This is an optimization exercise on Yosys and OpenROAD, whose aim is a short achievable clock period, not a production implementation. Only simulation tests tie the RTL to the original design; equivalence was not proved. Power is estimated from default activity; no workload was simulated.

$ cat flow/run.sh
#!/bin/bash
# synth_recipe.tcl (not shown) runs the flow's synth.tcl, then flattens the netlist and writes it again
# the make line also repeats each setting of config.mk as NAME=value (left out here)
make -C /OpenROAD-flow-scripts/flow DESIGN_CONFIG=/design/flow/config.mk WORK_HOME=/design/flow/orfs CLKGATE_MAP_FILE= SYNTH_SCRIPT=/design/flow/synth_recipe.tcl finish
$ cat flow/config.mk
export PLATFORM = sky130hd
export DESIGN_NAME = icmp_tx_top
export DESIGN_NICKNAME = icmp_tx_top
export VERILOG_FILES = /design/flow/design.v
export SDC_FILE = /design/flow/constraint.sdc
export NUM_CORES = 4
export LEC_CHECK = 0
export ABC_CLOCK_PERIOD_IN_PS = 2300
export CAP_MARGIN = 20
export CORE_MARGIN = 2
export CORE_UTILIZATION = 60
export PLACE_DENSITY = 0.7
export SETUP_SLACK_MARGIN = 2.9
export SLEW_MARGIN = 20
$ cat flow/constraint.sdc
create_clock -name core_clock -period 5.2 [get_ports {clk}]
set_input_delay 1.0400 -clock core_clock [delete_from_list [all_inputs] [get_ports {clk}]]
set_output_delay 1.0400 -clock core_clock [all_outputs]
set_load 0.01 [all_outputs]
$ cat flow/design.v
package eth_frame_pkg;
    typedef logic [7:0]  byte_t;       
    typedef logic [47:0] mac_addr_t;
    typedef logic [31:0] ip_addr_t;
    typedef logic [15:0] word16_t;     
    typedef logic [15:0] len_t;        
    localparam word16_t ETH_TYPE_IPV4 = 16'h0800;
    localparam byte_t PREAMBLE_BYTE = 8'h55;
    localparam byte_t SFD_BYTE      = 8'hd5;
    localparam int PREAMBLE_LEN    = 8;    
    localparam int ETH_HDR_LEN     = 14;
    localparam int IP_ICMP_HDR_LEN = 28;   
    localparam int FCS_LEN         = 4;
    localparam int MIN_PAYLOAD_LEN = 18;
    localparam byte_t   IP_TTL        = 8'h80;
    localparam byte_t   IP_PROTO_ICMP = 8'd1;
    localparam word16_t IP_FLAGS_DF   = 16'h4000;   
    localparam byte_t ICMP_ECHO_REPLY = 8'd0;
endpackage
package icmp_tx_pkg;
    typedef struct packed {
        logic [47:0]   dest_mac;
        logic [31:0]    dest_ip;
        logic [15:0]     icmp_id;
        logic [15:0]     icmp_seq;
        logic [15:0]        payload_len;    
        logic [31:0] payload_sum;    
    } tx_request_t;
    typedef struct packed {
        logic [47:0]                      dest_mac;
        logic [47:0]                      src_mac;
        logic [28*8-1:0]        ip_icmp;
        logic [15:0]                           payload_len;
    } frame_hdr_t;
endpackage
module eth_crc32 (
    input  logic        clk,
    input  logic        crc_upd,     
    input  logic        crc_pay,     
    input  logic        crc_shift,   
    input  logic [7:0]  hdr_next,    
    input  logic [7:0]  pay_byte,
    output logic [31:0] crc_value,
    output logic [31:0] crc_next     
);
    localparam logic [31:0] CRC_POLY = 32'hedb8_8320;   
    function automatic logic [31:0] crc_tab(input logic [7:0] data);
        logic [31:0] c;
        c = {24'd0, data};
        for (int i = 0; i < 8; i++) begin
            if (c[0])
                c = (c >> 1) ^ CRC_POLY;
            else
                c = c >> 1;
        end
        crc_tab = c;
    endfunction
    logic [31:0] hdr_tab;   
    logic [7:0]  pay_m;     
    logic [31:0] stepped;
    assign pay_m   = {8{crc_pay}} & pay_byte;
    assign stepped = {8'd0, crc_value[31:8]} ^ crc_tab(crc_value[7:0]) ^ hdr_tab ^ crc_tab(pay_m);
    always_comb begin
        if (crc_upd)
            crc_next = stepped;
        else if (crc_shift)
            crc_next = {8'd0, crc_value[31:8]};
        else
            crc_next = '1;   
    end
    always_ff @(posedge clk) begin
        hdr_tab   <= crc_tab(hdr_next);
        crc_value <= crc_next;
    end
endmodule
module icmp_hdr_builder #(
    parameter logic [47:0] board_mac = 48'h00_11_22_33_44_55,
    parameter logic [31:0]  board_ip  = {8'd192, 8'd168, 8'd1, 8'd123}
) (
    input  logic                     clk,
    input  logic                     rst_n,
    input  logic                     start,
    input  icmp_tx_pkg::tx_request_t req,
    input  logic                     frame_end,    
    output logic                     busy,
    output logic [50*8-1:0]          hdr_img,      
    output logic                     hdr_soon,     
    output logic                     hdr_valid,
    output logic                     len_nz,
    output logic [15:0]              len_m1
);
    localparam logic [7:0] IP_VER_IHL = 8'h45;   
    localparam logic [17:0] IP_CONST = 18'({IP_VER_IHL, 8'h00}) + 18'(eth_frame_pkg::IP_FLAGS_DF)
                                     + 18'({eth_frame_pkg::IP_TTL, eth_frame_pkg::IP_PROTO_ICMP})
                                     + 18'(board_ip[31:16]) + 18'(board_ip[15:0]);
    icmp_tx_pkg::tx_request_t req_q;
    logic        busy_q;
    logic        v1, v2, v3;
    logic        accept;
    logic [15:0] ip_id;       
    logic [15:0] total_len;
    logic [8:0]  tl_lo;
    logic [8:0]  lm1_lo;
    logic [8:0]  ip_a_h, ip_a_l;
    logic [10:0] ip_b_h, ip_b_l, ip_c_h, ip_c_l;
    logic [10:0] ip_s_hi;
    logic [7:0]  ip_s_lo;
    logic [8:0]  ip_f_lo, ip_f_hi, ip_g_lo;
    logic [15:0] ip_csum;
    logic [8:0]  ic_a_h, ic_a_l, ic_p_h, ic_p_l;
    logic [9:0]  ic_c_h, ic_c_l;
    logic [9:0]  ic_s_hi;
    logic [7:0]  ic_s_lo;
    logic [8:0]  ic_f_lo, ic_f_hi, ic_g_lo;
    logic [15:0] icmp_csum;
    assign busy   = busy_q;
    assign accept = start & ~busy_q;
    always_ff @(posedge clk or negedge rst_n) begin
        if (!rst_n) begin
            busy_q    <= 1'b0;
            v1        <= 1'b0;
            v2        <= 1'b0;
            v3        <= 1'b0;
            hdr_valid <= 1'b0;
            ip_id     <= '0;
        end else begin
            busy_q    <= accept | (busy_q & ~frame_end);
            v1        <= accept;
            v2        <= v1;
            v3        <= v2;
            hdr_valid <= v3;
            if (accept)
                ip_id <= ip_id + 16'd1;   
        end
    end
    always_ff @(posedge clk) begin
        if (!busy_q)
            req_q <= req;
    end
    always_ff @(posedge clk) begin
        tl_lo     <= 9'(req_q.payload_len[7:0]) + 9'(eth_frame_pkg::IP_ICMP_HDR_LEN);
        total_len <= {req_q.payload_len[15:8] + 8'(tl_lo[8]), tl_lo[7:0]};
        lm1_lo    <= 9'(req_q.payload_len[7:0]) - 9'd1;
        len_m1    <= {req_q.payload_len[15:8] - 8'(lm1_lo[8]), lm1_lo[7:0]};
        len_nz    <= (req_q.payload_len != '0);
        ip_a_h    <= 9'(req_q.dest_ip[31:24]) + 9'(req_q.dest_ip[15:8]);
        ip_a_l    <= 9'(req_q.dest_ip[23:16]) + 9'(req_q.dest_ip[7:0]);
        ip_b_h    <= 11'(ip_a_h) + 11'(ip_id[15:8]) + 11'(IP_CONST[16:8]);
        ip_b_l    <= 11'(ip_a_l) + 11'(ip_id[7:0]) + 11'(IP_CONST[7:0]);
        ip_c_h    <= ip_b_h + 11'(total_len[15:8]);
        ip_c_l    <= ip_b_l + 11'(total_len[7:0]);
        ip_s_lo   <= ip_c_l[7:0];
        ip_s_hi   <= ip_c_h + 11'(ip_c_l[10:8]);
        ip_f_lo   <= 9'(ip_s_lo) + 9'(ip_s_hi[10:8]);
        ip_f_hi   <= 9'(ip_s_hi[7:0]) + 9'(ip_f_lo[8]);
        ip_g_lo   <= 9'(ip_f_lo[7:0]) + 9'(ip_f_hi[8]);
        ip_csum   <= ~{ip_f_hi[7:0] + 8'(ip_g_lo[8]), ip_g_lo[7:0]};
        ic_a_h    <= 9'(req_q.icmp_id[15:8]) + 9'(req_q.icmp_seq[15:8]);
        ic_a_l    <= 9'(req_q.icmp_id[7:0]) + 9'(req_q.icmp_seq[7:0]);
        ic_p_h    <= 9'(req_q.payload_sum[30:24]) + 9'(req_q.payload_sum[15:8]);
        ic_p_l    <= 9'(req_q.payload_sum[23:16]) + 9'(req_q.payload_sum[7:0]);
        ic_c_h    <= 10'(ic_a_h) + 10'(ic_p_h);
        ic_c_l    <= 10'(ic_a_l) + 10'(ic_p_l);
        ic_s_lo   <= ic_c_l[7:0];
        ic_s_hi   <= ic_c_h + 10'(ic_c_l[9:8]);
        ic_f_lo   <= 9'(ic_s_lo) + 9'(ic_s_hi[9:8]);
        ic_f_hi   <= 9'(ic_s_hi[7:0]) + 9'(ic_f_lo[8]);
        ic_g_lo   <= 9'(ic_f_lo[7:0]) + 9'(ic_f_hi[8]);
        icmp_csum <= ~{ic_f_hi[7:0] + 8'(ic_g_lo[8]), ic_g_lo[7:0]};
    end
    assign hdr_soon = v3;
    assign hdr_img = {{7{eth_frame_pkg::PREAMBLE_BYTE}}, eth_frame_pkg::SFD_BYTE,
                      req_q.dest_mac, board_mac, eth_frame_pkg::ETH_TYPE_IPV4,
                      IP_VER_IHL, 8'h00, total_len,
                      ip_id, eth_frame_pkg::IP_FLAGS_DF,
                      eth_frame_pkg::IP_TTL, eth_frame_pkg::IP_PROTO_ICMP, ip_csum,
                      board_ip,
                      req_q.dest_ip,
                      eth_frame_pkg::ICMP_ECHO_REPLY, 8'h00, icmp_csum,
                      req_q.icmp_id, req_q.icmp_seq};
endmodule
module gmii_frame_sequencer (
    input  logic             clk,
    input  logic             rst_n,
    input  logic [50*8-1:0]  hdr_img,
    input  logic             hdr_soon,
    input  logic             hdr_valid,
    input  logic             len_nz,
    input  logic [15:0]      len_m1,
    input  logic [7:0]       payload_data,
    input  logic [31:0]      crc_value,
    input  logic [31:0]      crc_next,
    output logic             payload_rd,
    output logic             gmii_tx_en,
    output logic [7:0]       gmii_txd,
    output logic             crc_upd,
    output logic             crc_pay,
    output logic             crc_shift,
    output logic [7:0]       hdr_next,
    output logic             frame_end,
    output logic             tx_done
);
    logic [49:0]     tok;        
    logic [7:0]      hdr_q;      
    logic [7:0]      hdr_d;
    logic [7:0]      byte_n;     
    logic [6:0]      pos;        
    logic            en_q;       
    logic            hc_q;       
    logic            data_q;     
    logic            ge67_q;     
    logic            rd_q;       
    logic [7:0]      rd_lo;      
    logic [7:0]      rd_hi;
    logic            rd_lz;      
    logic            rd_hz;      
    logic            pay_q;      
    logic            pay_c;      
    logic            fcs_q;      
    logic [3:0]      fcs_cnt;    
    logic            done_q;
    logic            last_data;
    logic            fcs_next;
    assign last_data = data_q & ge67_q & ~rd_q;
    assign fcs_next  = last_data | fcs_cnt[0] | fcs_cnt[1] | fcs_cnt[2];
    always_comb begin
        hdr_d = ({8{hdr_soon}} & hdr_img[49*8 +: 8]) | ({8{hdr_valid}} & hdr_img[48*8 +: 8]);
        for (int k = 0; k < 48; k++)
            hdr_d = hdr_d | ({8{tok[k]}} & hdr_img[(47-k)*8 +: 8]);
    end
    always_ff @(posedge clk or negedge rst_n) begin
        if (!rst_n) begin
            byte_n  <= '1;
            tok     <= '0;
            hdr_q   <= '0;
            pos     <= '0;
            en_q    <= 1'b0;
            hc_q    <= 1'b0;
            data_q  <= 1'b0;
            ge67_q  <= 1'b0;
            rd_q    <= 1'b0;
            rd_lo   <= '0;
            rd_hi   <= '0;
            rd_lz   <= 1'b0;
            rd_hz   <= 1'b0;
            pay_q   <= 1'b0;
            pay_c   <= 1'b0;
            fcs_q   <= 1'b0;
            fcs_cnt <= '0;
            done_q  <= 1'b0;
        end else begin
            pay_q   <= rd_q;
            pay_c   <= rd_q & en_q;   
            fcs_q   <= fcs_next;
            fcs_cnt <= {fcs_cnt[2:0], last_data};
            done_q  <= fcs_cnt[3];
            byte_n  <= ~(hdr_q | ({8{fcs_next}} & ~crc_next[7:0]));
            hdr_q   <= hdr_d;
            tok     <= {tok[48:0], hdr_valid};
            if (hdr_valid) begin
                pos    <= '0;
                en_q   <= 1'b1;
                hc_q   <= 1'b0;
                data_q <= 1'b0;
                ge67_q <= 1'b0;
            end else begin
                if (en_q && pos != 7'd127)
                    pos <= pos + 7'd1;
                if (fcs_cnt[3])
                    en_q <= 1'b0;
                if (en_q && pos == 7'd7)
                    hc_q <= 1'b1;
                else if (pos == 7'd49)
                    hc_q <= 1'b0;
                if (hc_q && pos == 7'd49)
                    data_q <= 1'b1;
                else if (last_data)
                    data_q <= 1'b0;
                if (en_q && pos == 7'd66)
                    ge67_q <= 1'b1;
            end
            if (en_q && pos == 7'd48 && len_nz) begin
                rd_q    <= 1'b1;
                rd_lo   <= len_m1[7:0];
                rd_hi   <= len_m1[15:8];
                rd_lz   <= (len_m1[7:0] == '0);
                rd_hz   <= (len_m1[15:8] == '0);
            end else if (rd_q) begin
                if (rd_lz && rd_hz) begin
                    rd_q <= 1'b0;
                end else begin
                    rd_lo <= rd_lo - 8'd1;
                    rd_lz <= (rd_lo == 8'd1);
                    if (rd_lz) begin
                        rd_hi <= rd_hi - 8'd1;
                        rd_hz <= (rd_hi == 8'd1);
                    end
                end
            end
        end
    end
    assign hdr_next   = hdr_q;
    assign gmii_tx_en = en_q;
    assign payload_rd = rd_q;
    assign gmii_txd   = ~(~({8{pay_q}} & payload_data) & byte_n);
    assign crc_upd    = hc_q | data_q;
    assign crc_pay    = pay_c;
    assign crc_shift  = fcs_q;
    assign frame_end  = fcs_cnt[3];
    assign tx_done    = done_q;
endmodule
module icmp_tx_top #(
    parameter logic [47:0] board_mac = 48'h00_11_22_33_44_55,
    parameter logic [31:0]  board_ip  = {8'd192, 8'd168, 8'd1, 8'd123}
) (
    input  logic        clk,
    input  logic        rst_n,
    input  logic        start,
    input  logic [47:0] req_dest_mac,
    input  logic [31:0] req_dest_ip,
    input  logic [15:0] req_icmp_id,
    input  logic [15:0] req_icmp_seq,
    input  logic [15:0] req_payload_len,
    input  logic [31:0] req_payload_sum,
    input  logic [7:0]  payload_data,
    output logic        busy,
    output logic        payload_rd,
    output logic        gmii_tx_en,
    output logic [7:0]  gmii_txd,
    output logic        tx_done
);
    icmp_tx_pkg::tx_request_t req;
    logic [50*8-1:0] hdr_img;
    logic        hdr_valid;
    logic        hdr_soon;
    logic        len_nz;
    logic [15:0] len_m1;
    logic        frame_end;
    logic        crc_upd;
    logic        crc_pay;
    logic        crc_shift;
    logic [7:0]  hdr_next;
    logic [31:0] crc_value;
    logic [31:0] crc_next;
    assign req.dest_mac    = req_dest_mac;
    assign req.dest_ip     = req_dest_ip;
    assign req.icmp_id     = req_icmp_id;
    assign req.icmp_seq    = req_icmp_seq;
    assign req.payload_len = req_payload_len;
    assign req.payload_sum = req_payload_sum;
    icmp_hdr_builder #(
        .board_mac (board_mac),
        .board_ip  (board_ip)
    ) hdr_builder0 (
        .clk        (clk),
        .rst_n      (rst_n),
        .start      (start),
        .req        (req),
        .frame_end  (frame_end),
        .busy       (busy),
        .hdr_img    (hdr_img),
        .hdr_soon   (hdr_soon),
        .hdr_valid  (hdr_valid),
        .len_nz     (len_nz),
        .len_m1     (len_m1)
    );
    gmii_frame_sequencer frame_seq0 (
        .clk          (clk),
        .rst_n        (rst_n),
        .hdr_img      (hdr_img),
        .hdr_soon     (hdr_soon),
        .hdr_valid    (hdr_valid),
        .len_nz       (len_nz),
        .len_m1       (len_m1),
        .payload_data (payload_data),
        .crc_value    (crc_value),
        .crc_next     (crc_next),
        .payload_rd   (payload_rd),
        .gmii_tx_en   (gmii_tx_en),
        .gmii_txd     (gmii_txd),
        .crc_upd      (crc_upd),
        .crc_pay      (crc_pay),
        .crc_shift    (crc_shift),
        .hdr_next     (hdr_next),
        .frame_end    (frame_end),
        .tx_done      (tx_done)
    );
    eth_crc32 crc0 (
        .clk       (clk),
        .crc_upd   (crc_upd),
        .crc_pay   (crc_pay),
        .crc_shift (crc_shift),
        .hdr_next  (hdr_next),
        .pay_byte  (payload_data),
        .crc_value (crc_value),
        .crc_next  (crc_next)
    );
endmodule
==> results of run 1 <==
-- cell families (layout without fill, tap and decap cells) --
| kind of cell | after synthesis | in the layout |
|---|---|---|
| adders and majority gates | 152 | 152 |
| DFF | 636 | 636 |
| other | 1 | 2 |
| muxes | 6 | 6 |
| buffers and inverters | 197 | 455 |
| AOI/OAI and AO/OA | 337 | 337 |
| and+or+nand+nor | 443 | 443 |
| xor gates and xnor gates | 362 | 362 |
-- worst max-delay path, delay by kind of cell --
family / cells / cell delay [ns]
buffers and inverters: 2 / 0.28
AND/OR/NAND/NOR: 2 / 0.10
-- per-stage QoR --
| step | area, sq um | std cells |
|---|---|---|
| floorplan | 25700 | 2134 |
| global placement | 27900 | 2800 |
| detailed placement | 27900 | 2800 |
| CTS | 30300 | 2924 |
| global route | 30500 | 2931 |
| finish | 30500 | 2932 |
-- layout make-up --
class                           count  area share
Antenna cell                        1   0.0000820
Clock buffer                       95      0.0625
Clock inverter                     21     0.00816
Inverter                          137      0.0170
Multi-Input combinational cell   1301       0.334
Sequential cell                   636       0.491
Tap cell                          539      0.0221
Timing Repair Buffer              202      0.0655
-- report_power, final --
part	leakage, uW	total (uW)	switching [uW]	internal [uW]
sequential	0.00604	7350	936	6410
clock	0.00107	4640	1870	2770
combinational	0.00556	4680	2330	2350
total	0.0127	16700	5130	11500
-- cell usage after synthesis (51+ instances only) --
library cell / number / area, sq um
sky130_fd_sc_hd__xnor2_1: 246 / 2150
sky130_fd_sc_hd__a22oi_1: 65 / 488
sky130_fd_sc_hd__inv_1: 137 / 514
sky130_fd_sc_hd__xor2_1: 109 / 955
sky130_fd_sc_hd__clkbuf_1: 51 / 191
sky130_fd_sc_hd__nor2_1: 85 / 319
sky130_fd_sc_hd__a21oi_1: 85 / 425
sky130_fd_sc_hd__ha_1: 136 / 1700
sky130_fd_sc_hd__dfrtp_1: 115 / 2880
sky130_fd_sc_hd__o21ai_0: 75 / 375
sky130_fd_sc_hd__edfxtp_1: 159 / 4770
sky130_fd_sc_hd__nand2_1: 148 / 556
sky130_fd_sc_hd__dfxtp_1: 354 / 7090
-- sequential cells by signal (all words and copies together) (netlist names), 16 cells and up --
| name | count |
|---|---|
| hdr_builder0.req_q | 159 |
| frame_seq0.tok | 48 |
| crc0.crc_value | 32 |
| crc0.hdr_tab | 30 |
| hdr_builder0.icmp_csum | 16 |
| hdr_builder0.ip_csum | 16 |
| hdr_builder0.ip_id | 16 |
| hdr_builder0.len_m1 | 16 |
| hdr_builder0.total_len | 16 |
-- worst paths after layout --
path                                                   start                              end  slack (ns)
hold reg to reg               hdr_builder0.ip_c_l[2]$_DFF_P_  hdr_builder0.ip_s_lo[2]$_DFF_P_        0.33
setup / recovery                             payload_data[6]                      gmii_txd[6]        2.74
min in group asynchronous                              rst_n       frame_seq0.fcs_q$_DFF_PN0_        0.51
setup reg to reg           hdr_builder0.ip_id[8]$_DFFE_PN0P_   hdr_builder0.ip_b_h[9]$_DFF_P_        2.86
max in group asynchronous                              rst_n        frame_seq0.rd_q$_DFF_PN0_        3.57
hold / removal                hdr_builder0.ip_c_l[2]$_DFF_P_  hdr_builder0.ip_s_lo[2]$_DFF_P_        0.33
-- routing by layer --
| metal | wire [um] | share of wire | track usage | vias up |
|---|---|---|---|---|
| met5 | 30 | 0.00051 | 0 | - |
| met4 | 1930 | 0.033 | 0.0961 | 4 |
| met3 | 3600 | 0.061 | 0.0425 | 121 |
| met2 | 27700 | 0.47 | 0.441 | 540 |
| met1 | 25400 | 0.43 | 0.372 | 7876 |
| li1 | - | - | - | 7727 |
-- timing repair --
action                     CTS  global route
pin swaps                   12            32
setup endpoints to repair   55            40
setup buffers                8             7
resized for setup          135            42
==> run summary, run 1 <==
The final layout contains ~2700 nets. Compared with the post-synthesis result, the final layout area differs by 20.2%. The die outline height is approximately 210 um. Averaged over all synthesized cells, the footprint is between 10 and 15 sq um. The total of max-cap violations came out at 0. The maximum buffer depth of the clock tree came out at 3. The wire-length estimate of the detail-placed layout is 43.4 mm.

The number of buffers added by the clock tree synthesis step came out at a little over 60. In the layout the commonest cells are 351 x sky130_fd_sc_hd__dfxtp_1, 233 x sky130_fd_sc_hd__xnor2_1, 160 x sky130_fd_sc_hd__clkdlybuf4s50_1, 159 x sky130_fd_sc_hd__edfxtp_1, 135 x sky130_fd_sc_hd__inv_1. The congestion estimate from routability-driven global placement came to 0.913.

The mux cell area share after synthesis is 0.00237. Counting the fill cells in the layout gives just under 3000. The XOR/XNOR share of the synthesized area came out at 0.128. The unique cell type count in the Yosys netlist came out at just over 60.

The number of stages on the worst hold path came out at 0. The setup slack of the critical path after layout is between 2 and 3 ns. The worst setup path is launched from a primary input. The required time at the endpoint of the critical path came out at roughly 4.2 ns. The wire length of the first global-routing pass is 90.3 mm. The signal arrival time at the worst endpoint is roughly 1.4 ns. The post-cts hold buffer count came out at 0.

The number of nets still failing antenna checks after routing came out at 0. STA classifies the critical path endpoint as an output pin. The final core utilization is 0.729. Of the total synthesized cell area, the portion taken by AND, OR, NAND and NOR gates is 0.0850.

Leaving out fill and tap cells, the most frequent cell in the layout is sky130_fd_sc_hd__dfxtp_1. The sequential cell area is roughly 0.015 sq mm. The dominant register cell in the synthesized netlist is sky130_fd_sc_hd__dfxtp_1. The routed via count divided by cell count is between 5 and 6.

For this run the aggregate overflow at the end of global routing stands at 0. The largest net degree at the start of global routing came out at 160. Traced cell by cell, the critical path runs through buf_4, nand2_2, nand2_1, buf_2. The post-place setup slack is 1.50 ns. The first detailed-routing pass ran for 8 iterations. The cell count after synthesis is 2134. The flip-flop and latch count after synthesis came out at 636.

Setup repair after global routing could not meet its margin everywhere. The worst slew slack as a fraction of its limit came out at 0.266. After clock tree synthesis, the clock-pin slew on the worst setup and hold paths is roughly 0.06 ns.

The net count after synthesis is around 2500. The count of endpoints failing hold in the final timing report came to 0. The die extent in x is 210 um. The number of clock sinks is between 600 and 700. The slew at the pin with the worst max-slew slack is around 1.1 ns. The cell area that synthesis handed to floorplanning was approximately 0.025 sq mm. The die area is about 0.044 sq mm. The proportion of synthesized flip-flops having asynchronous set or reset came out at 0.193. The post-synthesis share of cell area spent on full adders, half adders and majority gates is 0.0797. The largest fanout on the critical path came out at 4. The highest clock frequency the design can meet is 406 MHz. For this configuration, the core starts out at a cell density of 0.606.

The main combinational cell family by area after synthesis is XOR/XNOR gates. The number of antenna violations at the first check in global routing came out at 2. The mean routed wirelength per cell is 20.0 um.

The count of port buffers added during placement came out at roughly 180. The peak ir drop on the vdd network came out at 0.000355 V. The multi-input logic area is between 0.01 and 0.015 sq mm. The critical path is of the in2out type. The number of design rule violations left after detail routing is 0. The final number of max-transition violations is 0. The number of placement rows is 75.

In this run the clock root is driven by a sky130_fd_sc_hd__clkbuf_16. The final critical-path share of the clock period is 0.474. The worst path in the final design needs a cycle of 2.46 ns, including I/O delays and setup. The worst clock skew came out at approximately 0.014 ns. The via count of the first global-routing pass is between 15000 and 20000.

The longest individual stage delay on the worst path is around 0.15 ns. The fraction of layout instances using a drive strength above 1 came out at 0.105. The share of the Yosys chip area taken by registers is 0.589. The number of I/O pins is around 180. The final total negative setup slack is 0 ns.

Setup violations remaining at the end of the flow were counted as 0. TritonCTS built the clock tree. The global-route usage over all layers came out at 0.271. The total routed wirelength came out at 58.6 mm. The fraction of the mapped netlist area in compound gates is 0.0862. The sum of internal, switching and leakage power is 16700 uW. The cell with the biggest individual delay on the critical path is sky130_fd_sc_hd__buf_4. The number of warnings printed during yosys synthesis came out at 3. The run finished with no timing, DRC or antenna violations. Counting cells, the worst reg-to-reg path comes to 9. The final hold slack is roughly 0.33 ns. The via count is between 15000 and 20000.

The path class of the tightest hold or removal check is reg2reg. The clock latency on the worst-skew pair is approximately 0.62 ns. The starting DRC count in detailed routing is 1256.

The floorplan step defined a core boundary enclosing ~0.042 sq mm. The leakage power of the design came out at roughly 0.013 uW. In this run the number of H-tree levels came out at 2. The power per cell area is between 500 and 600 mW/mm^2. The number of enable-type register cells in the synthesized netlist came out at 159.
==> run 2, diff against run 1 <==
--- a/flow/design.v
+++ b/flow/design.v
@@ -37,8 +37,7 @@
     input  logic        clk,
     input  logic        crc_upd,     
-    input  logic        crc_pay,     
     input  logic        crc_shift,   
     input  logic [7:0]  hdr_next,    
-    input  logic [7:0]  pay_byte,
+    input  logic [7:0]  pay_byte,    
     output logic [31:0] crc_value,
     output logic [31:0] crc_next     
@@ -57,8 +56,6 @@
     endfunction
     logic [31:0] hdr_tab;   
-    logic [7:0]  pay_m;     
     logic [31:0] stepped;
-    assign pay_m   = {8{crc_pay}} & pay_byte;
-    assign stepped = {8'd0, crc_value[31:8]} ^ crc_tab(crc_value[7:0]) ^ hdr_tab ^ crc_tab(pay_m);
+    assign stepped = {8'd0, crc_value[31:8]} ^ crc_tab(crc_value[7:0]) ^ hdr_tab ^ crc_tab(pay_byte);
     always_comb begin
         if (crc_upd)
@@ -74,4 +71,20 @@
     end
 endmodule
+module payload_gate (
+    input  logic       clk,
+    input  logic       rst_n,
+    input  logic       rd,           
+    input  logic [7:0] payload_data,
+    output logic [7:0] pay_byte
+);
+    logic pay_q;
+    always_ff @(posedge clk or negedge rst_n) begin
+        if (!rst_n)
+            pay_q <= 1'b0;
+        else
+            pay_q <= rd;
+    end
+    assign pay_byte = {8{pay_q}} & payload_data;
+endmodule
 module icmp_hdr_builder #(
     parameter logic [47:0] board_mac = 48'h00_11_22_33_44_55,
@@ -84,5 +97,12 @@
     input  logic                     frame_end,    
     output logic                     busy,
-    output logic [50*8-1:0]          hdr_img,      
+    output logic [47:0]              dest_mac,
+    output logic [31:0]              dest_ip,
+    output logic [15:0]              icmp_id,
+    output logic [15:0]              icmp_seq,
+    output logic [15:0]              total_len_o,
+    output logic [15:0]              ip_id_o,
+    output logic [15:0]              ip_csum_o,
+    output logic [15:0]              icmp_csum_o,
     output logic                     hdr_soon,     
     output logic                     hdr_valid,
@@ -170,30 +190,37 @@
     end
     assign hdr_soon = v3;
-    assign hdr_img = {{7{eth_frame_pkg::PREAMBLE_BYTE}}, eth_frame_pkg::SFD_BYTE,
-                      req_q.dest_mac, board_mac, eth_frame_pkg::ETH_TYPE_IPV4,
-                      IP_VER_IHL, 8'h00, total_len,
-                      ip_id, eth_frame_pkg::IP_FLAGS_DF,
-                      eth_frame_pkg::IP_TTL, eth_frame_pkg::IP_PROTO_ICMP, ip_csum,
-                      board_ip,
-                      req_q.dest_ip,
-                      eth_frame_pkg::ICMP_ECHO_REPLY, 8'h00, icmp_csum,
-                      req_q.icmp_id, req_q.icmp_seq};
+    assign dest_mac    = req_q.dest_mac;
+    assign dest_ip     = req_q.dest_ip;
+    assign icmp_id     = req_q.icmp_id;
+    assign icmp_seq    = req_q.icmp_seq;
+    assign total_len_o = total_len;
+    assign ip_id_o     = ip_id;
+    assign ip_csum_o   = ip_csum;
+    assign icmp_csum_o = icmp_csum;
 endmodule
-module gmii_frame_sequencer (
+module gmii_frame_sequencer #(
+    parameter logic [47:0] board_mac = 48'h00_11_22_33_44_55,
+    parameter logic [31:0]  board_ip  = {8'd192, 8'd168, 8'd1, 8'd123}
+) (
     input  logic             clk,
     input  logic             rst_n,
-    input  logic [50*8-1:0]  hdr_img,
+    input  logic [47:0]      dest_mac,
+    input  logic [31:0]      dest_ip,
+    input  logic [15:0]      icmp_id,
+    input  logic [15:0]      icmp_seq,
+    input  logic [15:0]      total_len,
+    input  logic [15:0]      ip_id,
+    input  logic [15:0]      ip_csum,
+    input  logic [15:0]      icmp_csum,
     input  logic             hdr_soon,
     input  logic             hdr_valid,
     input  logic             len_nz,
     input  logic [15:0]      len_m1,
-    input  logic [7:0]       payload_data,
     input  logic [31:0]      crc_value,
     input  logic [31:0]      crc_next,
     output logic             payload_rd,
     output logic             gmii_tx_en,
-    output logic [7:0]       gmii_txd,
+    output logic [7:0]       byte_n_d,    
     output logic             crc_upd,
-    output logic             crc_pay,
     output logic             crc_shift,
     output logic [7:0]       hdr_next,
@@ -201,8 +228,9 @@
     output logic             tx_done
 );
+    localparam logic [7:0] IP_VER_IHL = 8'h45;   
+    logic [50*8-1:0] hdr_img;    
     logic [49:0]     tok;        
     logic [7:0]      hdr_q;      
     logic [7:0]      hdr_d;
-    logic [7:0]      byte_n;     
     logic [6:0]      pos;        
     logic            en_q;       
@@ -215,6 +243,4 @@
     logic            rd_lz;      
     logic            rd_hz;      
-    logic            pay_q;      
-    logic            pay_c;      
     logic            fcs_q;      
     logic [3:0]      fcs_cnt;    
@@ -224,4 +250,13 @@
     assign last_data = data_q & ge67_q & ~rd_q;
     assign fcs_next  = last_data | fcs_cnt[0] | fcs_cnt[1] | fcs_cnt[2];
+    assign hdr_img = {{7{eth_frame_pkg::PREAMBLE_BYTE}}, eth_frame_pkg::SFD_BYTE,
+                      dest_mac, board_mac, eth_frame_pkg::ETH_TYPE_IPV4,
+                      IP_VER_IHL, 8'h00, total_len,
+                      ip_id, eth_frame_pkg::IP_FLAGS_DF,
+                      eth_frame_pkg::IP_TTL, eth_frame_pkg::IP_PROTO_ICMP, ip_csum,
+                      board_ip,
+                      dest_ip,
+                      eth_frame_pkg::ICMP_ECHO_REPLY, 8'h00, icmp_csum,
+                      icmp_id, icmp_seq};
     always_comb begin
         hdr_d = ({8{hdr_soon}} & hdr_img[49*8 +: 8]) | ({8{hdr_valid}} & hdr_img[48*8 +: 8]);
@@ -231,5 +266,4 @@
     always_ff @(posedge clk or negedge rst_n) begin
         if (!rst_n) begin
-            byte_n  <= '1;
             tok     <= '0;
             hdr_q   <= '0;
@@ -244,16 +278,11 @@
             rd_lz   <= 1'b0;
             rd_hz   <= 1'b0;
-            pay_q   <= 1'b0;
-            pay_c   <= 1'b0;
             fcs_q   <= 1'b0;
             fcs_cnt <= '0;
             done_q  <= 1'b0;
         end else begin
-            pay_q   <= rd_q;
-            pay_c   <= rd_q & en_q;   
             fcs_q   <= fcs_next;
             fcs_cnt <= {fcs_cnt[2:0], last_data};
             done_q  <= fcs_cnt[3];
-            byte_n  <= ~(hdr_q | ({8{fcs_next}} & ~crc_next[7:0]));
             hdr_q   <= hdr_d;
             tok     <= {tok[48:0], hdr_valid};
@@ -303,11 +332,31 @@
     assign gmii_tx_en = en_q;
     assign payload_rd = rd_q;
-    assign gmii_txd   = ~(~({8{pay_q}} & payload_data) & byte_n);
+    assign byte_n_d   = ~(hdr_q | ({8{fcs_next}} & ~crc_next[7:0]));
     assign crc_upd    = hc_q | data_q;
-    assign crc_pay    = pay_c;
     assign crc_shift  = fcs_q;
     assign frame_end  = fcs_cnt[3];
     assign tx_done    = done_q;
 endmodule
+module gmii_out_lane (
+    input  logic clk,
+    input  logic rst_n,
+    input  logic rd,         
+    input  logic byte_n_d,
+    input  logic pd,
+    output logic txd
+);
+    logic pay_q;
+    logic byte_n;
+    always_ff @(posedge clk or negedge rst_n) begin
+        if (!rst_n) begin
+            pay_q  <= 1'b0;
+            byte_n <= 1'b1;
+        end else begin
+            pay_q  <= rd;
+            byte_n <= byte_n_d;
+        end
+    end
+    assign txd = ~(~(pay_q & pd) & byte_n);
+endmodule
 module icmp_tx_top #(
     parameter logic [47:0] board_mac = 48'h00_11_22_33_44_55,
@@ -331,5 +380,12 @@
 );
     icmp_tx_pkg::tx_request_t req;
-    logic [50*8-1:0] hdr_img;
+    logic [47:0] h_dest_mac;
+    logic [31:0] h_dest_ip;
+    logic [15:0] h_icmp_id;
+    logic [15:0] h_icmp_seq;
+    logic [15:0] h_total_len;
+    logic [15:0] h_ip_id;
+    logic [15:0] h_ip_csum;
+    logic [15:0] h_icmp_csum;
     logic        hdr_valid;
     logic        hdr_soon;
@@ -338,5 +394,6 @@
     logic        frame_end;
     logic        crc_upd;
-    logic        crc_pay;
+    logic [7:0]  pay_byte;
+    logic [7:0]  byte_n_d;
     logic        crc_shift;
     logic [7:0]  hdr_next;
@@ -359,5 +416,12 @@
         .frame_end  (frame_end),
         .busy       (busy),
-        .hdr_img    (hdr_img),
+        .dest_mac   (h_dest_mac),
+        .dest_ip    (h_dest_ip),
+        .icmp_id    (h_icmp_id),
+        .icmp_seq   (h_icmp_seq),
+        .total_len_o(h_total_len),
+        .ip_id_o    (h_ip_id),
+        .ip_csum_o  (h_ip_csum),
+        .icmp_csum_o(h_icmp_csum),
         .hdr_soon   (hdr_soon),
         .hdr_valid  (hdr_valid),
@@ -365,20 +429,28 @@
         .len_m1     (len_m1)
     );
-    gmii_frame_sequencer frame_seq0 (
+    gmii_frame_sequencer #(
+        .board_mac (board_mac),
+        .board_ip  (board_ip)
+    ) frame_seq0 (
         .clk          (clk),
         .rst_n        (rst_n),
-        .hdr_img      (hdr_img),
+        .dest_mac     (h_dest_mac),
+        .dest_ip      (h_dest_ip),
+        .icmp_id      (h_icmp_id),
+        .icmp_seq     (h_icmp_seq),
+        .total_len    (h_total_len),
+        .ip_id        (h_ip_id),
+        .ip_csum      (h_ip_csum),
+        .icmp_csum    (h_icmp_csum),
         .hdr_soon     (hdr_soon),
         .hdr_valid    (hdr_valid),
         .len_nz       (len_nz),
         .len_m1       (len_m1),
-        .payload_data (payload_data),
         .crc_value    (crc_value),
         .crc_next     (crc_next),
         .payload_rd   (payload_rd),
         .gmii_tx_en   (gmii_tx_en),
-        .gmii_txd     (gmii_txd),
+        .byte_n_d     (byte_n_d),
         .crc_upd      (crc_upd),
-        .crc_pay      (crc_pay),
         .crc_shift    (crc_shift),
         .hdr_next     (hdr_next),
@@ -386,11 +458,81 @@
         .tx_done      (tx_done)
     );
+    payload_gate pay_gate0 (
+        .clk          (clk),
+        .rst_n        (rst_n),
+        .rd           (payload_rd),
+        .payload_data (payload_data),
+        .pay_byte     (pay_byte)
+    );
+    gmii_out_lane lane0 (
+        .clk      (clk),
+        .rst_n    (rst_n),
+        .rd       (payload_rd),
+        .byte_n_d (byte_n_d[0]),
+        .pd       (payload_data[0]),
+        .txd      (gmii_txd[0])
+    );
+    gmii_out_lane lane1 (
+        .clk      (clk),
+        .rst_n    (rst_n),
+        .rd       (payload_rd),
+        .byte_n_d (byte_n_d[1]),
+        .pd       (payload_data[1]),
+        .txd      (gmii_txd[1])
+    );
+    gmii_out_lane lane2 (
+        .clk      (clk),
+        .rst_n    (rst_n),
+        .rd       (payload_rd),
+        .byte_n_d (byte_n_d[2]),
+        .pd       (payload_data[2]),
+        .txd      (gmii_txd[2])
+    );
+    gmii_out_lane lane3 (
+        .clk      (clk),
+        .rst_n    (rst_n),
+        .rd       (payload_rd),
+        .byte_n_d (byte_n_d[3]),
+        .pd       (payload_data[3]),
+        .txd      (gmii_txd[3])
+    );
+    gmii_out_lane lane4 (
+        .clk      (clk),
+        .rst_n    (rst_n),
+        .rd       (payload_rd),
+        .byte_n_d (byte_n_d[4]),
+        .pd       (payload_data[4]),
+        .txd      (gmii_txd[4])
+    );
+    gmii_out_lane lane5 (
+        .clk      (clk),
+        .rst_n    (rst_n),
+        .rd       (payload_rd),
+        .byte_n_d (byte_n_d[5]),
+        .pd       (payload_data[5]),
+        .txd      (gmii_txd[5])
+    );
+    gmii_out_lane lane6 (
+        .clk      (clk),
+        .rst_n    (rst_n),
+        .rd       (payload_rd),
+        .byte_n_d (byte_n_d[6]),
+        .pd       (payload_data[6]),
+        .txd      (gmii_txd[6])
+    );
+    gmii_out_lane lane7 (
+        .clk      (clk),
+        .rst_n    (rst_n),
+        .rd       (payload_rd),
+        .byte_n_d (byte_n_d[7]),
+        .pd       (payload_data[7]),
+        .txd      (gmii_txd[7])
+    );
     eth_crc32 crc0 (
         .clk       (clk),
         .crc_upd   (crc_upd),
-        .crc_pay   (crc_pay),
         .crc_shift (crc_shift),
         .hdr_next  (hdr_next),
-        .pay_byte  (payload_data),
+        .pay_byte  (pay_byte),
         .crc_value (crc_value),
         .crc_next  (crc_next)
--- a/flow/config.mk
+++ b/flow/config.mk
@@ -9,6 +9,7 @@
 export CAP_MARGIN = 20
 export CORE_MARGIN = 2
-export CORE_UTILIZATION = 60
-export PLACE_DENSITY = 0.7
+export CORE_UTILIZATION = 40
+export PLACE_DENSITY = 0.6
 export SETUP_SLACK_MARGIN = 2.9
 export SLEW_MARGIN = 20
+export SYNTH_HIERARCHICAL = 1
==> run 2 against run 1 <==
Compared with the run above:
- still clean
- fmax shrank 1.4%
- count of clock-buffer cells in the layout is 2 lower
- critical path depth down 2
- area after synthesis grew 3.4%
- clock power grew 8.4%
- sequential share of layout area fell by 0.085 points
- global-route usage fell by 9.2 points
- critical endpoint is now gmii_txd[7]
==> run summary, run 2 <==
The cell count after synthesis came out at 2159 (+1.2%). The number of warnings printed during yosys synthesis came to 11 (+8). The combined area of all synthesized cells came out at 0.0262 sq mm (+3.4%). The weighted congestion at the end of routability-driven global placement is 0.913 (about the same). The sum of internal, switching and leakage power came out at 13700 uW (-18%). More flip-flops sit in one register than any other, and that register is hdr_builder0.req_q. The via count of the first global-routing pass came to 16200 (-0.89%). The leakage power of the design was 0.0127 uW (+0.66%). The number of fill cells was 5783 (+98%). The number of nets still failing antenna checks after routing came out at 0 (unchanged). The number of flip-flops under the largest register name is 159 (unchanged). The area inside the core boundary is 0.0647 sq mm (+55%).

The number of buffers added by the clock tree synthesis step is 70 (+15%). The signal arrival time at the worst endpoint came out at 1.46 ns (+0.04 ns). The leading area contributor after synthesis is sky130_fd_sc_hd__dfxtp_1.

The highest clock frequency the design can meet is 401 MHz (-1.4%). The maximum buffer depth of the clock tree is 3 (unchanged). The launch point of the worst reg-to-reg path is hdr_builder0.ip_id[9]$_DFFE_PN0P_. The path depth of the worst reg2reg path is 10 (+1). The setup slack of the critical path after layout came out at 2.70 ns (-0.0344 ns).

The mean routed wirelength per cell came out at 18.7 um (-6.2%). The longest individual stage delay on the worst path came out at 0.53 ns (+0.38 ns). The hold path startpoint is hdr_builder0.ip_c_l[0]$_DFF_P_. The total of max-cap violations came out at 0 (unchanged). The final critical-path required period was 2.50 ns (+0.0344 ns). The internal power consumption is 10000 uW (-13%). The net count after synthesis came out at 2499 (+1.7%).

The tightest min-delay check is of the reg2reg type. The number of antenna repair diodes is 0 (-1). TritonCTS built the clock tree. The mean area per synthesized cell came to 12.2 sq um (+2.2%).

The die extent in x came to 260 um (+24%). Setup repair after global routing could not meet its margin everywhere. The final hold slack is 0.321 ns (-0.00434 ns).

Yosys instantiated no cell more often than sky130_fd_sc_hd__dfxtp_1. The critical path launch point type is a register. Compared with the post-synthesis result, the final layout area differs by 17.6%.

The required time at the endpoint of the critical path was 4.16 ns (about the same). The fraction of layout instances using a drive strength above 1 was 0.100 (-0.00452). The dominant register cell in the synthesized netlist is sky130_fd_sc_hd__dfxtp_1.

The slowest stage of the critical path belongs to the cell sky130_fd_sc_hd__dfstp_2. The final number of max-transition violations came out at 0 (unchanged). The number of enable-type register cells in the synthesized netlist came out at 159 (unchanged). The switching power of the nets came to 3680 uW (-28%).

The number of placement rows came out at 93 (+24%). The number of antenna violations at the first check in global routing was 1 (-1). The share of total power in sequential cells is 0.419 (-0.022). In this run the clock root is driven by a sky130_fd_sc_hd__clkbuf_16. The worst slew slack as a fraction of its limit came to 0.296 (+0.0304). The critical path startpoint is lane7.byte_n$_DFF_PN1_. By area the synthesized netlist is led by sky130_fd_sc_hd__dfxtp_1 27%, sky130_fd_sc_hd__edfxtp_1 18%, sky130_fd_sc_hd__dfrtp_1 12%. The effective utilization at floorplan is 0.406 (-0.201). The largest net degree at the start of global routing came out at 161 (+0.63%). The number of design rule violations left after detail routing is 0 (unchanged). The final total negative setup slack is 0 ns (unchanged). Leaving out fill and tap cells, the most frequent cell in the layout is sky130_fd_sc_hd__dfxtp_1.

The setup path with the least slack is of type reg2out. The slew at the pin with the worst max-slew slack came to 1.06 ns (-0.0456 ns). The count of endpoints failing hold in the final timing report is 0 (unchanged).

After synthesis, the most frequently instantiated cells are 353 x sky130_fd_sc_hd__dfxtp_1, 223 x sky130_fd_sc_hd__xnor2_1, 159 x sky130_fd_sc_hd__edfxtp_1. The routed via count divided by cell count came out at 4.95 (-11%). The final setup violation count came out at 0 (unchanged). The largest fanout on the critical path came out at 1 (-3). The clock network power share came out at 0.368 (+0.090). The post-place setup slack was 1.95 ns (+0.451 ns).

The switching share of total power is 0.269 (-0.0390). The run finished with no timing, DRC or antenna violations. The total routed wirelength came to 59.9 mm (+2.2%). The global-route usage over all layers is 0.179 (-0.0919). The fraction of power consumed by combinational cells came to 0.213 (-0.068). The wire length of the first global-routing pass is 92.1 mm (+2.0%). The half-perimeter wire length after placement came out at 44.6 mm (+2.8%).

Traced cell by cell, the critical path runs through a21bo_1, buf_2. The number of I/O pins came out at 183 (unchanged). STA classifies the critical path endpoint as an output pin. The sequential share of the synthesized area came out at 0.576 (-0.0136). The power per cell area came out at 443 mW/mm^2 (-19%). The clock transition at the register clock pins on the worst setup and hold paths after CTS was 0.06 ns (about the same). The total grt overflow is 0 (unchanged). The die area is 0.0677 sq mm (+54%). The detailed-router iteration count before antenna repair came to 6 (-2).

The number of stages on the worst hold path was 0 (unchanged). The fraction of post-synthesis cell area in the top cell type by area came out at 0.269 (-0.0100). The clock latency on the worst-skew pair came out at 0.60 ns (-0.02 ns). The peak ir drop on the vdd network is 0.000313 V (-12%).

The flip-flop and latch count after synthesis came out at 642 (+0.94%). The count of port buffers added during placement came to 181 (unchanged). The level count of the clock H-tree is 3 (+1).

The die outline height is 260 um (+24%). The top cell types in the final layout, fill and taps aside, are 352 x sky130_fd_sc_hd__dfxtp_1, 214 x sky130_fd_sc_hd__xnor2_1, 160 x sky130_fd_sc_hd__clkdlybuf4s50_1, 159 x sky130_fd_sc_hd__edfxtp_1, 151 x sky130_fd_sc_hd__ha_1. The number of nets in the final layout came out at 2622 (-1.5%).

In the final layout, the registers with the most flip-flops are hdr_builder0.req_q x159, frame_seq0.tok x48, crc0.crc_value x32. The starting DRC count in detailed routing was 1092 (-13%). The worst clock skew came out at 0.0206 ns (+0.00681 ns). The final critical-path share of the clock period is 0.480 (+0.00661). The proportion of synthesized flip-flops having asynchronous set or reset came to 0.202 (+0.00910). The unique cell type count in the Yosys netlist is 70 (+15%).

The via count came to 15800 (-2.8%). The number of clock sinks is 642 (+0.94%).
==> run 2: logic make-up (layout without fill, tap and decap cells) <==
family | after synthesis | in the layout | synth area share
and+or+nand+nor | 442 | 442 | 0.0844
AOI/OAI and AO/OA | 299 | 299 | 0.0786
buffers and inverters | 264 | 445 | 0.0552
xor gates and xnor gates | 339 | 339 | 0.119
adders and majority gates | 169 | 169 | 0.0852
DFF | 642 | 642 | 0.576
muxes | 4 | 4 | 0.00167
==> run 2: critical path, delay by kind of cell, from the launching register on <==
kind                   cells  cell delay [ns]
buffers and inverters      1             0.13
DFF                        1             0.53
AOI/OAI and AO/OA          1             0.19
==> run 2: Yosys stat by module, one instance, submodules excluded, a selection <==
module,copies in the design,cells inside,flip-flops and latches
payload_gate,1,9,1
eth_crc32,1,281,62
gmii_out_lane,8,3,2
==> run 2: what timing repair did <==
action / in CTS / in global routing
hold buffers: 0 / 0
gates resized for setup: 86 / 13
endpoints found under the setup margin: 34 / 33
pin swaps: 7 / 15
buffers inserted: 6 / 16
==> run 2: worst paths after layout <==
kind,endpoint,slack [ns]
hold reg to reg,hdr_builder0.ip_s_lo[0]$_DFF_P_,0.32
setup / recovery,gmii_txd[7],2.70
hold / removal,hdr_builder0.ip_s_lo[0]$_DFF_P_,0.32
min in group asynchronous,frame_seq0.rd_lo[0]$_DFFE_PN0P_,0.49
setup reg to reg,hdr_builder0.ip_b_h[9]$_DFF_P_,2.91
max in group asynchronous,hdr_builder0.ip_id[0]$_DFFE_PN0P_,3.58
==> run 2: layer usage <==
layer / wire length (um) / global-route usage
met1: 27400 / 0.244
met2: 27400 / 0.285
met3: 3320 / 0.0305
met4: 1770 / 0.0689
met5: 0 / 0
==> run 2: area by class of cell <==
| type | count | area (sq um) | share of cell area |
|---|---|---|---|
| inverters | 108 | 409 | 0.0133 |
| well taps | 855 | 1070 | 0.0347 |
| clock buffers | 93 | 1970 | 0.0639 |
| multi-input cells | 1253 | 9930 | 0.322 |
| repair buffers | 207 | 1950 | 0.0633 |
| flip-flops and latches | 642 | 15100 | 0.490 |
| clock inverters | 37 | 410 | 0.0133 |
==> run 2: per-stage QoR <==
stage | cells | utilization | cell area (sq um)
final | 3195 | 0.477 | 30900
after global routing | 3195 | 0.477 | 30900
after CTS | 3179 | 0.474 | 30700
after detailed placement | 3043 | 0.438 | 28300
after global placement | 3043 | 0.438 | 28300
after floorplan | 2159 | - | 26400
==> run 2: power by group through the flow <==
| stage | clock network [uW] | registers (uW) | logic (uW) |
|---|---|---|---|
| detailed placement | 0 | 5830 | 2850 |
| global placement | 0 | 5830 | 2800 |
| global route | 5360 | 5770 | 3200 |
| CTS | 5160 | 5730 | 2880 |
| finish | 5030 | 5730 | 2920 |
| floorplan | 0 | 5770 | 2290 |
==> run 3, diff against run 2 <==
--- a/flow/design.v
+++ b/flow/design.v
@@ -105,4 +105,5 @@
     output logic [15:0]              ip_csum_o,
     output logic [15:0]              icmp_csum_o,
+    output logic                     hdr_soon2,    
     output logic                     hdr_soon,     
     output logic                     hdr_valid,
@@ -119,9 +120,11 @@
     logic        accept;
     logic [15:0] ip_id;       
+    logic        id_lo_ff;    
     logic [15:0] total_len;
     logic [8:0]  tl_lo;
     logic [8:0]  lm1_lo;
     logic [8:0]  ip_a_h, ip_a_l;
-    logic [10:0] ip_b_h, ip_b_l, ip_c_h, ip_c_l;
+    logic [9:0]  ip_b_h, ip_b_l;
+    logic [10:0] ip_c_h, ip_c_l, ip_d_h, ip_d_l;
     logic [10:0] ip_s_hi;
     logic [7:0]  ip_s_lo;
@@ -144,4 +147,5 @@
             hdr_valid <= 1'b0;
             ip_id     <= '0;
+            id_lo_ff  <= 1'b0;
         end else begin
             busy_q    <= accept | (busy_q & ~frame_end);
@@ -150,6 +154,10 @@
             v3        <= v2;
             hdr_valid <= v3;
-            if (accept)
-                ip_id <= ip_id + 16'd1;   
+            if (accept) begin
+                ip_id[7:0] <= ip_id[7:0] + 8'd1;
+                id_lo_ff   <= (ip_id[7:0] == 8'hfe);
+                if (id_lo_ff)
+                    ip_id[15:8] <= ip_id[15:8] + 8'd1;
+            end
         end
     end
@@ -166,10 +174,12 @@
         ip_a_h    <= 9'(req_q.dest_ip[31:24]) + 9'(req_q.dest_ip[15:8]);
         ip_a_l    <= 9'(req_q.dest_ip[23:16]) + 9'(req_q.dest_ip[7:0]);
-        ip_b_h    <= 11'(ip_a_h) + 11'(ip_id[15:8]) + 11'(IP_CONST[16:8]);
-        ip_b_l    <= 11'(ip_a_l) + 11'(ip_id[7:0]) + 11'(IP_CONST[7:0]);
-        ip_c_h    <= ip_b_h + 11'(total_len[15:8]);
-        ip_c_l    <= ip_b_l + 11'(total_len[7:0]);
-        ip_s_lo   <= ip_c_l[7:0];
-        ip_s_hi   <= ip_c_h + 11'(ip_c_l[10:8]);
+        ip_b_h    <= 10'(ip_a_h) + 10'(ip_id[15:8]);
+        ip_b_l    <= 10'(ip_a_l) + 10'(ip_id[7:0]);
+        ip_c_h    <= 11'(ip_b_h) + 11'(total_len[15:8]);
+        ip_c_l    <= 11'(ip_b_l) + 11'(total_len[7:0]);
+        ip_d_h    <= ip_c_h + 11'(IP_CONST[16:8]);
+        ip_d_l    <= ip_c_l + 11'(IP_CONST[7:0]);
+        ip_s_lo   <= ip_d_l[7:0];
+        ip_s_hi   <= ip_d_h + 11'(ip_d_l[10:8]);
         ip_f_lo   <= 9'(ip_s_lo) + 9'(ip_s_hi[10:8]);
         ip_f_hi   <= 9'(ip_s_hi[7:0]) + 9'(ip_f_lo[8]);
@@ -189,5 +199,6 @@
         icmp_csum <= ~{ic_f_hi[7:0] + 8'(ic_g_lo[8]), ic_g_lo[7:0]};
     end
-    assign hdr_soon = v3;
+    assign hdr_soon2 = v2;
+    assign hdr_soon  = v3;
     assign dest_mac    = req_q.dest_mac;
     assign dest_ip     = req_q.dest_ip;
@@ -213,4 +224,5 @@
     input  logic [15:0]      ip_csum,
     input  logic [15:0]      icmp_csum,
+    input  logic             hdr_soon2,   
     input  logic             hdr_soon,
     input  logic             hdr_valid,
@@ -221,5 +233,5 @@
     output logic             payload_rd,
     output logic             gmii_tx_en,
-    output logic [7:0]       byte_n_d,    
+    output logic [7:0]       byte_d,      
     output logic             crc_upd,
     output logic             crc_shift,
@@ -232,5 +244,6 @@
     logic [49:0]     tok;        
     logic [7:0]      hdr_q;      
-    logic [7:0]      hdr_d;
+    logic [7:0]      hdr_a_d, hdr_b_d;
+    logic [7:0]      hdr_a, hdr_b;   
     logic [6:0]      pos;        
     logic            en_q;       
@@ -260,7 +273,11 @@
                       icmp_id, icmp_seq};
     always_comb begin
-        hdr_d = ({8{hdr_soon}} & hdr_img[49*8 +: 8]) | ({8{hdr_valid}} & hdr_img[48*8 +: 8]);
-        for (int k = 0; k < 48; k++)
-            hdr_d = hdr_d | ({8{tok[k]}} & hdr_img[(47-k)*8 +: 8]);
+        hdr_a_d = ({8{hdr_soon2}} & hdr_img[49*8 +: 8]) | ({8{hdr_soon}} & hdr_img[48*8 +: 8])
+                | ({8{hdr_valid}} & hdr_img[47*8 +: 8]);
+        for (int k = 0; k < 23; k++)
+            hdr_a_d = hdr_a_d | ({8{tok[k]}} & hdr_img[(46-k)*8 +: 8]);
+        hdr_b_d = '0;
+        for (int k = 23; k < 47; k++)
+            hdr_b_d = hdr_b_d | ({8{tok[k]}} & hdr_img[(46-k)*8 +: 8]);
     end
     always_ff @(posedge clk or negedge rst_n) begin
@@ -268,4 +285,6 @@
             tok     <= '0;
             hdr_q   <= '0;
+            hdr_a   <= '0;
+            hdr_b   <= '0;
             pos     <= '0;
             en_q    <= 1'b0;
@@ -285,5 +304,7 @@
             fcs_cnt <= {fcs_cnt[2:0], last_data};
             done_q  <= fcs_cnt[3];
-            hdr_q   <= hdr_d;
+            hdr_a   <= hdr_a_d;
+            hdr_b   <= hdr_b_d;
+            hdr_q   <= hdr_a | hdr_b;
             tok     <= {tok[48:0], hdr_valid};
             if (hdr_valid) begin
@@ -332,5 +353,5 @@
     assign gmii_tx_en = en_q;
     assign payload_rd = rd_q;
-    assign byte_n_d   = ~(hdr_q | ({8{fcs_next}} & ~crc_next[7:0]));
+    assign byte_d     = hdr_q | ({8{fcs_next}} & ~crc_next[7:0]);
     assign crc_upd    = hc_q | data_q;
     assign crc_shift  = fcs_q;
@@ -342,20 +363,31 @@
     input  logic rst_n,
     input  logic rd,         
-    input  logic byte_n_d,
+    input  logic byte_d,
     input  logic pd,
     output logic txd
 );
     logic pay_q;
+    logic byte_q;
     logic byte_n;
+    logic pay_n;
     always_ff @(posedge clk or negedge rst_n) begin
         if (!rst_n) begin
             pay_q  <= 1'b0;
-            byte_n <= 1'b1;
+            byte_q <= 1'b0;
         end else begin
             pay_q  <= rd;
-            byte_n <= byte_n_d;
+            byte_q <= byte_d;
         end
     end
-    assign txd = ~(~(pay_q & pd) & byte_n);
+    assign byte_n = ~byte_q;
+    nand2_gate pay_nand (.a(pay_q), .b(pd), .y(pay_n));
+    nand2_gate out_nand (.a(pay_n), .b(byte_n), .y(txd));
+endmodule
+module nand2_gate (
+    input  logic a,
+    input  logic b,
+    output logic y
+);
+    assign y = ~(a & b);
 endmodule
 module icmp_tx_top #(
@@ -389,4 +421,5 @@
     logic [15:0] h_icmp_csum;
     logic        hdr_valid;
+    logic        hdr_soon2;
     logic        hdr_soon;
     logic        len_nz;
@@ -395,5 +428,5 @@
     logic        crc_upd;
     logic [7:0]  pay_byte;
-    logic [7:0]  byte_n_d;
+    logic [7:0]  byte_d;
     logic        crc_shift;
     logic [7:0]  hdr_next;
@@ -424,4 +457,5 @@
         .ip_csum_o  (h_ip_csum),
         .icmp_csum_o(h_icmp_csum),
+        .hdr_soon2  (hdr_soon2),
         .hdr_soon   (hdr_soon),
         .hdr_valid  (hdr_valid),
@@ -443,4 +477,5 @@
         .ip_csum      (h_ip_csum),
         .icmp_csum    (h_icmp_csum),
+        .hdr_soon2    (hdr_soon2),
         .hdr_soon     (hdr_soon),
         .hdr_valid    (hdr_valid),
@@ -451,5 +486,5 @@
         .payload_rd   (payload_rd),
         .gmii_tx_en   (gmii_tx_en),
-        .byte_n_d     (byte_n_d),
+        .byte_d       (byte_d),
         .crc_upd      (crc_upd),
         .crc_shift    (crc_shift),
@@ -469,5 +504,5 @@
         .rst_n    (rst_n),
         .rd       (payload_rd),
-        .byte_n_d (byte_n_d[0]),
+        .byte_d   (byte_d[0]),
         .pd       (payload_data[0]),
         .txd      (gmii_txd[0])
@@ -477,5 +512,5 @@
         .rst_n    (rst_n),
         .rd       (payload_rd),
-        .byte_n_d (byte_n_d[1]),
+        .byte_d   (byte_d[1]),
         .pd       (payload_data[1]),
         .txd      (gmii_txd[1])
@@ -485,5 +520,5 @@
         .rst_n    (rst_n),
         .rd       (payload_rd),
-        .byte_n_d (byte_n_d[2]),
+        .byte_d   (byte_d[2]),
         .pd       (payload_data[2]),
         .txd      (gmii_txd[2])
@@ -493,5 +528,5 @@
         .rst_n    (rst_n),
         .rd       (payload_rd),
-        .byte_n_d (byte_n_d[3]),
+        .byte_d   (byte_d[3]),
         .pd       (payload_data[3]),
         .txd      (gmii_txd[3])
@@ -501,5 +536,5 @@
         .rst_n    (rst_n),
         .rd       (payload_rd),
-        .byte_n_d (byte_n_d[4]),
+        .byte_d   (byte_d[4]),
         .pd       (payload_data[4]),
         .txd      (gmii_txd[4])
@@ -509,5 +544,5 @@
         .rst_n    (rst_n),
         .rd       (payload_rd),
-        .byte_n_d (byte_n_d[5]),
+        .byte_d   (byte_d[5]),
         .pd       (payload_data[5]),
         .txd      (gmii_txd[5])
@@ -517,5 +552,5 @@
         .rst_n    (rst_n),
         .rd       (payload_rd),
-        .byte_n_d (byte_n_d[6]),
+        .byte_d   (byte_d[6]),
         .pd       (payload_data[6]),
         .txd      (gmii_txd[6])
@@ -525,5 +560,5 @@
         .rst_n    (rst_n),
         .rd       (payload_rd),
-        .byte_n_d (byte_n_d[7]),
+        .byte_d   (byte_d[7]),
         .pd       (payload_data[7]),
         .txd      (gmii_txd[7])
--- a/flow/config.mk
+++ b/flow/config.mk
@@ -11,5 +11,5 @@
 export CORE_UTILIZATION = 40
 export PLACE_DENSITY = 0.6
-export SETUP_SLACK_MARGIN = 2.9
+export SETUP_SLACK_MARGIN = 3.0
 export SLEW_MARGIN = 20
 export SYNTH_HIERARCHICAL = 1
==> run 3 against run 2 <==
Compared with the run above:
- total power decreased by 21%
- largest cell class unchanged
- still clean
- hold slack got worse by 0.0035 ns
- design area increased by 4.4%
==> run summary, run 3 <==
The flow ran to the end and the layout has no timing, DRC or antenna violations. The worst clock skew is 0.0324 ns (+0.0118 ns). The post-cts hold buffer count is 0 (unchanged). The count of cell instances traversed by the critical path came out at 4 (+2). The mean area per synthesized cell came out at 12.3 sq um (+0.97%). The total of max-cap violations came out at 0 (unchanged). The worst hold path class is reg2reg. The signal arrival time at the worst endpoint is 1.35 ns (-0.11 ns). The proportion of synthesized flip-flops having asynchronous set or reset is 0.215 (+0.0125). The maximum buffer depth of the clock tree was 3 (unchanged).

The total grt overflow is 0 (unchanged). The final total negative setup slack is 0 ns (unchanged). The internal power consumption is 8570 uW (-14%). The final hold slack is 0.318 ns (-0.00347 ns). The number of nets still failing antenna checks after routing came to 0 (unchanged). The die area was 0.0700 sq mm (+3.4%). The wire length of the first global-routing pass came to 93.3 mm (+1.3%).

The mean routed wirelength per cell is 18.5 um (-1.4%). The count of endpoints failing hold in the final timing report is 0 (unchanged). The slew at the pin with the worst max-slew slack came out at 0.918 ns (-0.137 ns).

The area inside the core boundary is 0.0672 sq mm (+3.8%). The number of flip-flops under the largest register name is 159 (unchanged). The clock latency on the worst-skew pair was 0.61 ns (about the same). The largest fanout on the critical path is 2 (+1). The detailed-router iteration count before antenna repair is 7 (+1). The largest registers in the layout are hdr_builder0.req_q x159, frame_seq0.tok x47, crc0.crc_value x32. The path depth of the worst reg2reg path came out at 7 (-3). In this run the most critical hold path is launched from hdr_builder0.tl_lo[2]$_DFF_P_. The combined area of all synthesized cells is 0.0272 sq mm (+3.5%). The half-perimeter wire length after placement came out at 44.4 mm (-0.44%). The final critical-path share of the clock period came to 0.459 (-0.0215). The power per cell area is 334 mW/mm^2 (-25%). The count of port buffers added during placement came to 181 (unchanged). The number of placement rows came out at 95 (+2.2%). The number of I/O pins is 183 (unchanged).

The setup slack of the critical path after layout is 2.81 ns (+0.112 ns). The number of design rule violations left after detail routing came to 0 (unchanged). The longest individual stage delay on the worst path is 0.11 ns (-0.42 ns). The switching share of total power is 0.203 (-0.0663). The unique cell type count in the Yosys netlist came out at 76 (+8.6%). The level count of the clock H-tree came out at 3 (unchanged). The weighted congestion at the end of routability-driven global placement came out at 0.890 (-2.6%). The total instance count after detailed placement was 3116 (+2.4%). The sequential share of the synthesized area came out at 0.586 (+0.0104). Setup repair after global routing could not meet its margin everywhere.

STA classifies the critical path startpoint as a primary input. The setup path with the least slack is of type in2out. The cell count after synthesis came out at 2213 (+2.5%). The buffers plus inverters on the worst setup path came out at 2 (+1).

The required time at the endpoint of the critical path came out at 4.16 ns (about the same). The via count came out at 16300 (+3.2%). In this design, the largest share of critical-path delay is due to buffers and inverters. The starting DRC count in detailed routing is 1063 (-2.7%).

Leaving out fill and tap cells, the most frequent cell in the layout is sky130_fd_sc_hd__dfxtp_1. The number of nets in the final layout is 2674 (+2.0%). The top cell types in the final layout, fill and taps aside, are 374 x sky130_fd_sc_hd__dfxtp_1, 203 x sky130_fd_sc_hd__xnor2_1, 160 x sky130_fd_sc_hd__clkdlybuf4s50_1, 159 x sky130_fd_sc_hd__edfxtp_1, 142 x sky130_fd_sc_hd__dfrtp_1. The fraction of layout instances using a drive strength above 1 is 0.113 (+0.0126). The final setup violation count came to 0 (unchanged). The switching power of the nets came out at 2180 uW (-41%).

Ranked by instance count, the synthesized netlist is headed by 374 x sky130_fd_sc_hd__dfxtp_1, 215 x sky130_fd_sc_hd__xnor2_1, 159 x sky130_fd_sc_hd__edfxtp_1. The leakage power of the design came to 0.0134 uW (+4.7%). From synthesis to final layout, the design area changed by 18.6%.

The number of enable-type register cells in the synthesized netlist was 159 (unchanged). The flip-flop and latch count after synthesis came out at 679 (+5.8%). The peak ir drop on the vdd network is 0.000229 V (-27%). The cell with the biggest individual delay on the critical path is sky130_fd_sc_hd__buf_6.

The synthesized design spends more area on one cell type than any other, namely sky130_fd_sc_hd__dfxtp_1. The number of warnings printed during yosys synthesis came out at 11 (unchanged). The share of total power in sequential cells came out at 0.504 (+0.085).

The largest net degree at the start of global routing came out at 108 (-33%). STA classifies the critical path endpoint as an output pin. The fraction of power consumed by combinational cells came out at 0.015 (-0.198). In this run the critical register-to-register path is launched from hdr_builder0.ip_id[8]$_DFFE_PN0P_. The number of clock sinks came out at 679 (+5.8%). The post-place setup slack came out at 1.96 ns (+0.00907 ns).

The total routed wirelength is 60.6 mm (+1.2%). The fraction of post-synthesis cell area in the top cell type by area came out at 0.276 (+0.00637). The number of buffers added by the clock tree synthesis step was 72 (+2.9%).

The clock network power share is 0.481 (+0.113). By area the synthesized netlist is led by sky130_fd_sc_hd__dfxtp_1 28%, sky130_fd_sc_hd__edfxtp_1 18%, sky130_fd_sc_hd__dfrtp_1 13%. By instance count, the leading cell after synthesis is sky130_fd_sc_hd__dfxtp_1. The highest clock frequency the design can meet came to 419 MHz (+4.7%). The net count after synthesis is 2540 (+1.6%).

The signal on the critical path passes through buf_6, nand2_2, nand2_2, buf_6. More flip-flops sit in one register than any other, and that register is hdr_builder0.req_q. The die outline height came to 265 um (+1.7%). The final critical-path required period is 2.39 ns (-0.112 ns). The final number of max-transition violations is 0 (unchanged).

The post-layout instance count excluding filler cells came out at 3280 (+2.7%). TritonCTS built the clock tree. The via count of the first global-routing pass came out at 16600 (+1.9%). The number of stages on the worst hold path came out at 0 (unchanged). The root buffer cell chosen for the clock tree is sky130_fd_sc_hd__clkbuf_16. The routed via count divided by cell count came out at 4.98 (+0.49%). The worst slew slack as a fraction of its limit is 0.383 (+0.0871). The die extent in x came out at 265 um (+1.7%). The number of antenna violations at the first check in global routing is 0 (-1). The critical path startpoint is payload_data[6]. The global-route usage over all layers is 0.174 (-0.00474). The effective utilization at floorplan was 0.404 (-0.00119). The number of antenna repair diodes came out at 0 (unchanged).

The dominant register cell in the synthesized netlist is sky130_fd_sc_hd__dfxtp_1. The clock transition at the register clock pins on the worst setup and hold paths after CTS came out at 0.06 ns (about the same).
## run 3: Yosys stat by module (local to each module, per instance), a selection
module         times used  cell area (sq um)  cells inside
eth_crc32               1               3020           281
gmii_out_lane           8               53.8             3
nand2_gate             16               3.75             1
payload_gate            1               75.1             9
## run 3: per-layer routing
layer	vias up	GRT usage	part of all wire
li1	7878	-	-
met1	7922	0.221	0.43
met2	398	0.300	0.50
met3	120	0.0272	0.042
met4	0	0.0650	0.033
met5	-	0	0
## run 3: stage by stage
stage	util	area [sq um]	power (uW)
after global placement	0.437	29300	5680
after global routing	0.480	32200	11100
after CTS	0.477	32100	10900
final	0.480	32200	10700
after detailed placement	0.437	29300	5680
after floorplan	-	27400	5520
## run 3: area by class of cell
type                            instances  area (sq um)
Fill cell                            5860         34900
Tap cell                              873          1090
Clock buffer                          106          2130
Sequential cell                       679         15900
Multi-Input combinational cell       1281         10200
Timing Repair Buffer                  214          2170
Clock inverter                         28           320
Inverter                               99           378
## run 3: logic make-up (layout without fill, tap and decap cells)
logic type	count (synthesis)	count (layout)	synth area share
adders and majority gates	156	156	0.0763
DFF	679	679	0.586
buffers and inverters	254	447	0.0515
xor gates and xnor gates	349	349	0.119
and+or+nand+nor	455	456	0.0850
AOI/OAI and AO/OA	316	316	0.0810
muxes	4	4	0.00161
## run 3: what timing repair did
action / 4_1_cts / 5_1_grt
pin swaps: 20 / 13
gates resized for setup: 116 / 11
setup endpoints to repair: 55 / 35
setup buffers: 15 / 12
gates cloned: 3 / 0
## run 3: power groups by stage
stage               Combinational [uW]  Clock (uW)  Sequential (uW)
floorplan                       0.0813           0             5520
global placement                   160           0             5520
detailed placement                 161           0             5520
CTS                                166        5290             5410
global route                       178        5510             5410
finish                             164        5170             5410
## run 3: path summary, 6_finish.rpt
path | slack, ns | endpoint
min | 0.32 | hdr_builder0.total_len[2]$_DFF_P_
max in group asynchronous | 3.60 | hdr_builder0.ip_id[0]$_DFFE_PN0P_
max reg2reg | 3.08 | hdr_builder0.ip_b_h[8]$_DFF_P_
min in group asynchronous | 0.53 | frame_seq0.tok[6]$_DFF_PN0_
min reg2reg | 0.32 | hdr_builder0.total_len[2]$_DFF_P_
max | 2.81 | gmii_txd[6]

==> static timing again, ports no longer ideal <==
In the flow no input, the clock included, has a driving cell. The finished layouts below were timed again as built, in two steps. Step 1: set_driving_cell puts a clkbuf_16 on clk and a buf_2 on each other input, an assumption about the parent block. Step 2 times the ports against the registers' clock, not the clock port: input delays grow and output delays shrink by t, the midpoint of the rising clock arrivals with the driver on. Three values: no drivers, after step 1, after step 2; two values: the first two.
run	t, ns	setup slack, ns	hold WS [ns]	worst setup path at the end
run 1	0.667	2.738 / 2.706 / 2.356	0.326 / 0.326 / 0.326	input to register
run 2	0.659	2.703 / 2.642 / 2.388	0.321 / 0.321 / 0.321	input to register
run 3	0.662	2.815 / 2.781 / 2.266	0.318 / 0.318 / 0.318	input to register
After both steps setup and hold are still met in every run listed. For run 3, which loses most, drivers alone change the setup slack by -0.034 ns; drivers and shift together by -0.549 ns.
